Context: an optimization exercise on an open-source flow, tuned for small area, a short achievable clock period and few clock cycles. The choices shown serve that exercise and are no tape-out recipe. Function was checked by simulation only, so behaviour that the tests miss may differ from the original. No activity file was given, so power comes from the tool's default toggle rates.

// ppm_p6_top
module ppm_p6_top
(
    input  logic        clk,
    input  logic        rst_n,
    input  logic        in_valid,
    output logic        in_stall,
    input  logic [7:0]  in_byte,
    input  logic        in_eos,
    output logic        out_valid,
    input  logic        out_stall,
    output logic [2:0]  out_kind,
    output logic [7:0]  out_red,
    output logic [7:0]  out_green,
    output logic [7:0]  out_blue,
    output logic [15:0] out_column,
    output logic [15:0] out_row,
    output logic [15:0] out_width,
    output logic [15:0] out_height,
    output logic        out_last,
    input  logic        cfg_write,
    input  logic        cfg_index,
    input  logic [15:0] cfg_data
);
clock: 5.0 ns
lec_check: 0
cap_margin: 20
core_margin: 2
core_utilization: 40
cts_buf_list: sky130_fd_sc_hd__clkbuf_4
place_density: 0.6
setup_slack_margin: 2.8
slew_margin: 20
run.sh (not shown) runs the stock make flow with config.mk's settings and CLKGATE_MAP_FILE= SYNTH_SCRIPT=/design/flow/synth_recipe.tcl, a recipe that flattens the netlist after the stock synthesis.
Testbench counts at the start, summed over its fixed seeds: cycles 66,959.
Edit:
--- a/flow/config.mk
+++ b/flow/config.mk
@@ -9,6 +9,6 @@
 export CORE_MARGIN = 2
 export CORE_UTILIZATION = 40
-export CTS_BUF_LIST = sky130_fd_sc_hd__clkbuf_4
+export CTS_BUF_LIST = sky130_fd_sc_hd__clkbuf_8
 export PLACE_DENSITY = 0.6
-export SETUP_SLACK_MARGIN = 2.8
+export SETUP_SLACK_MARGIN = 3.0
 export SLEW_MARGIN = 20
After rerunning: Final area rises by a few percent; synthesized area is unchanged; non-clock buffer count came out higher by 39; cell count goes down slightly; total power climbs by a few percent; fmax rises slightly; global-route usage hardly moves; worst setup slack improved by 14 ps; core utilization climbs by 2.4 points.
Edit:
--- a/flow/config.mk
+++ b/flow/config.mk
@@ -8,7 +8,7 @@
 export CAP_MARGIN = 20
 export CORE_MARGIN = 2
-export CORE_UTILIZATION = 40
+export CORE_UTILIZATION = 30
 export CTS_BUF_LIST = sky130_fd_sc_hd__clkbuf_8
-export PLACE_DENSITY = 0.6
-export SETUP_SLACK_MARGIN = 3.0
+export PLACE_DENSITY = 0.5
+export SETUP_SLACK_MARGIN = 2.8
 export SLEW_MARGIN = 20
Outcome:
- clock-buffer cell count fell by 2
- clock skew barely changes
- combinational power is about the same
- final area fell by 2.9%
- global-route usage fell by 3.9 points
- via count fell by 3.3%
- critical path depth rose by 1
- first-iteration DRC count fell by 31%
- routed wire length rose by about 3%
- worst setup slack degrades by 25 ps
Edit:
==> flow/config.mk (replaced) <==
export PLATFORM = sky130hd
export DESIGN_NAME = ppm_p6_top
export DESIGN_NICKNAME = ppm_p6_top
export VERILOG_FILES = /design/flow/design.v
export SDC_FILE = /design/flow/constraint.sdc
export NUM_CORES = 4
export LEC_CHECK = 0
export CAP_MARGIN = 0
export CORE_MARGIN = 2
export CORE_UTILIZATION = 40
export PLACE_DENSITY = 0.6
export SETUP_SLACK_MARGIN = 2.8
export SLEW_MARGIN = 0
After rerunning: Register-to-register slack is about the same; routed wire length is lower by 9.1%; global-route usage is higher by 3.4 points; die area is lower by 25%; critical path depth is lower by 1; cell area is about the same; utilization is higher by 13 points.

========
build 47:
Starting RTL as in the previous note.
==> flow/config.mk <==
export PLATFORM = sky130hd
export DESIGN_NAME = ppm_p6_top
export DESIGN_NICKNAME = ppm_p6_top
export VERILOG_FILES = /design/flow/design.v
export SDC_FILE = /design/flow/constraint.sdc
export NUM_CORES = 4
export LEC_CHECK = 0
export CAP_MARGIN = 20
export CORE_MARGIN = 2
export CORE_UTILIZATION = 40
export CTS_BUF_LIST = sky130_fd_sc_hd__clkbuf_8
export PLACE_DENSITY = 0.6
export SETUP_SLACK_MARGIN = 2.8
export SLEW_MARGIN = 20
==> flow/constraint.sdc <==
create_clock -name core_clock -period 5.0 [get_ports {clk}]
set_input_delay 1.0000 -clock core_clock [delete_from_list [all_inputs] [get_ports {clk}]]
set_output_delay 1.0000 -clock core_clock [all_outputs]
set_load 0.01 [all_outputs]
Having completed the whole flow, build 47 delivered a layout that passed the timing, DRC and antenna checks.
Testbench counts of build 47, summed over its fixed seeds: cycles 66,959.
Setup changes, build 47 to build 44
--- a/flow/config.mk
+++ b/flow/config.mk
@@ -9,5 +9,4 @@
 export CORE_MARGIN = 2
 export CORE_UTILIZATION = 40
-export CTS_BUF_LIST = sky130_fd_sc_hd__clkbuf_8
 export PLACE_DENSITY = 0.6
 export SETUP_SLACK_MARGIN = 2.8
[summary]
- Build 44 against build 47: sequential portion of the cell area went down 1.1 points, part of the total power dissipated in the clock network went up 4.1 points.
- Comparing build 44 against build 47, there is no change at all in synthesized cell count.
- Build 44 vs. build 47: die height did not really move, part of the cycle the worst path needs essentially unchanged, multi-input logic area flat, aggregate negative setup slack roughly the same, design area has increased.
Changes in build 51 relative to build 44:
--- a/flow/config.mk
+++ b/flow/config.mk
@@ -8,6 +8,7 @@
 export CAP_MARGIN = 20
 export CORE_MARGIN = 2
-export CORE_UTILIZATION = 40
-export PLACE_DENSITY = 0.6
+export CORE_UTILIZATION = 45
+export CTS_BUF_LIST = sky130_fd_sc_hd__clkbuf_8
+export PLACE_DENSITY = 0.5
 export SETUP_SLACK_MARGIN = 2.8
 export SLEW_MARGIN = 20
==> comparison <==
Status: smallest hold slack parity (build 44, build 51). Build 51 ends up with higher vias per cell than build 44 does. Changes observed in build 51 relative to build 44: total global routing track utilization picked up an extra 3.2 points, reported sequential group power neither gained nor lost much, area added between synthesis and finish lost 2.1 points, vertical die dimension lost 5.6%. Relative to build 44, total power after layout has decreased by 5.8% in build 51. Build 51 vs. build 44: layout buffer count excluding clock buffers shows a reduction of 5, setup slack now smaller.
What build 68 does differently from build 51 at the input level:
--- a/flow/config.mk
+++ b/flow/config.mk
@@ -8,7 +8,7 @@
 export CAP_MARGIN = 20
 export CORE_MARGIN = 2
-export CORE_UTILIZATION = 45
+export CORE_UTILIZATION = 40
 export CTS_BUF_LIST = sky130_fd_sc_hd__clkbuf_8
-export PLACE_DENSITY = 0.5
+export PLACE_DENSITY = 0.45
 export SETUP_SLACK_MARGIN = 2.8
 export SLEW_MARGIN = 20
--- outcome ---
Comparing build 68 and build 51, the higher first-iteration DRC count is on build 51. Clock period minus final worst setup slack improves in build 68 relative to build 51. Build 51 and build 68 ended up with roughly the same design area. [compare] base=build 51 new=build 68: maximum frequency increased by about 1.7% relative to the old numbers; post-layout total power has increased; count of cells resized by post-cts repair increased 51.
diff inputs: build 68 => build 35
--- a/flow/config.mk
+++ b/flow/config.mk
@@ -10,5 +10,5 @@
 export CORE_UTILIZATION = 40
 export CTS_BUF_LIST = sky130_fd_sc_hd__clkbuf_8
-export PLACE_DENSITY = 0.45
+export PLACE_DENSITY = 0.55
 export SETUP_SLACK_MARGIN = 2.8
 export SLEW_MARGIN = 20
### Flow results
Build 35 ended up with u_dec.col_reg[10]$_DFFE_PN0P_ as its last element of the critical path; build 68 ended up with u_dec.row_last$_DFF_P_. [diff] final standard cell area without fillers, build 35 relative to build 68: regression. Row maximum VDD drop: build 35 lower / build 68 higher. Detailed-route wire length per cell (build 35 over build 68): decrease, 2.4%. As far as power in combinational cells is concerned, build 68 and build 35 perform about the same. Reported for build 35 and build 68, sequential cell count turned out identical to the last digit.

static timing again, ports no longer ideal:
The results above use ideal ports. As a check the final layouts listed here were re-extracted and re-timed, cells and wires unchanged.
Step 1 assumes that a clkbuf_16 drives the clock port and a buf_2 every other input.
Step 2 moves the port delays by t, midway between the first and last clock arrival at a register: inputs arrive t later, outputs are due t later. That takes back most of the time a late clock gives input paths.
a / b / c = ideal ports / drivers / drivers and shift; a / b = the first two.
| run | t, ns | setup slack, ns | worst hold slack (ns) | worst setup path after step 2 | worst slew at a driven data input, ns |
|---|---|---|---|---|---|
| the first run of note 1 | 0.736 | 2.681 / 2.662 / 2.148 | 0.414 / 0.393 / 0.449 | input to register | 0.04 |
| the second run of note 1 | 0.595 | 2.694 / 2.694 / 2.195 | 0.448 / 0.448 / 0.448 | input to register | 0.05 |
| the third run of note 1 | 0.623 | 2.669 / 2.669 / 2.242 | 0.451 / 0.451 / 0.451 | input to register | 0.05 |
| the fourth run of note 1 | 0.584 | 2.682 / 2.682 / 2.262 | 0.450 / 0.450 / 0.450 | input to register | 0.05 |
| build 47 | 0.613 | 2.682 / 2.682 / 2.223 | 0.450 / 0.450 / 0.450 | input to register | 0.05 |
| build 44 | 0.584 | 2.682 / 2.682 / 2.262 | 0.450 / 0.450 / 0.450 | input to register | 0.05 |
| build 51 | 0.608 | 2.662 / 2.662 / 2.206 | 0.450 / 0.450 / 0.450 | input to register | 0.09 |
| build 68 | 0.633 | 2.700 / 2.700 / 2.218 | 0.451 / 0.451 / 0.451 | input to register | 0.09 |
| build 35 | 0.599 | 2.668 / 2.668 / 2.227 | 0.426 / 0.410 / 0.452 | input to register | 0.05 |
After both steps every run listed still meets setup and hold. The setup slack of the first run of note 1, which loses most, moves by -0.019 ns with the drivers and by -0.533 ns with both steps.
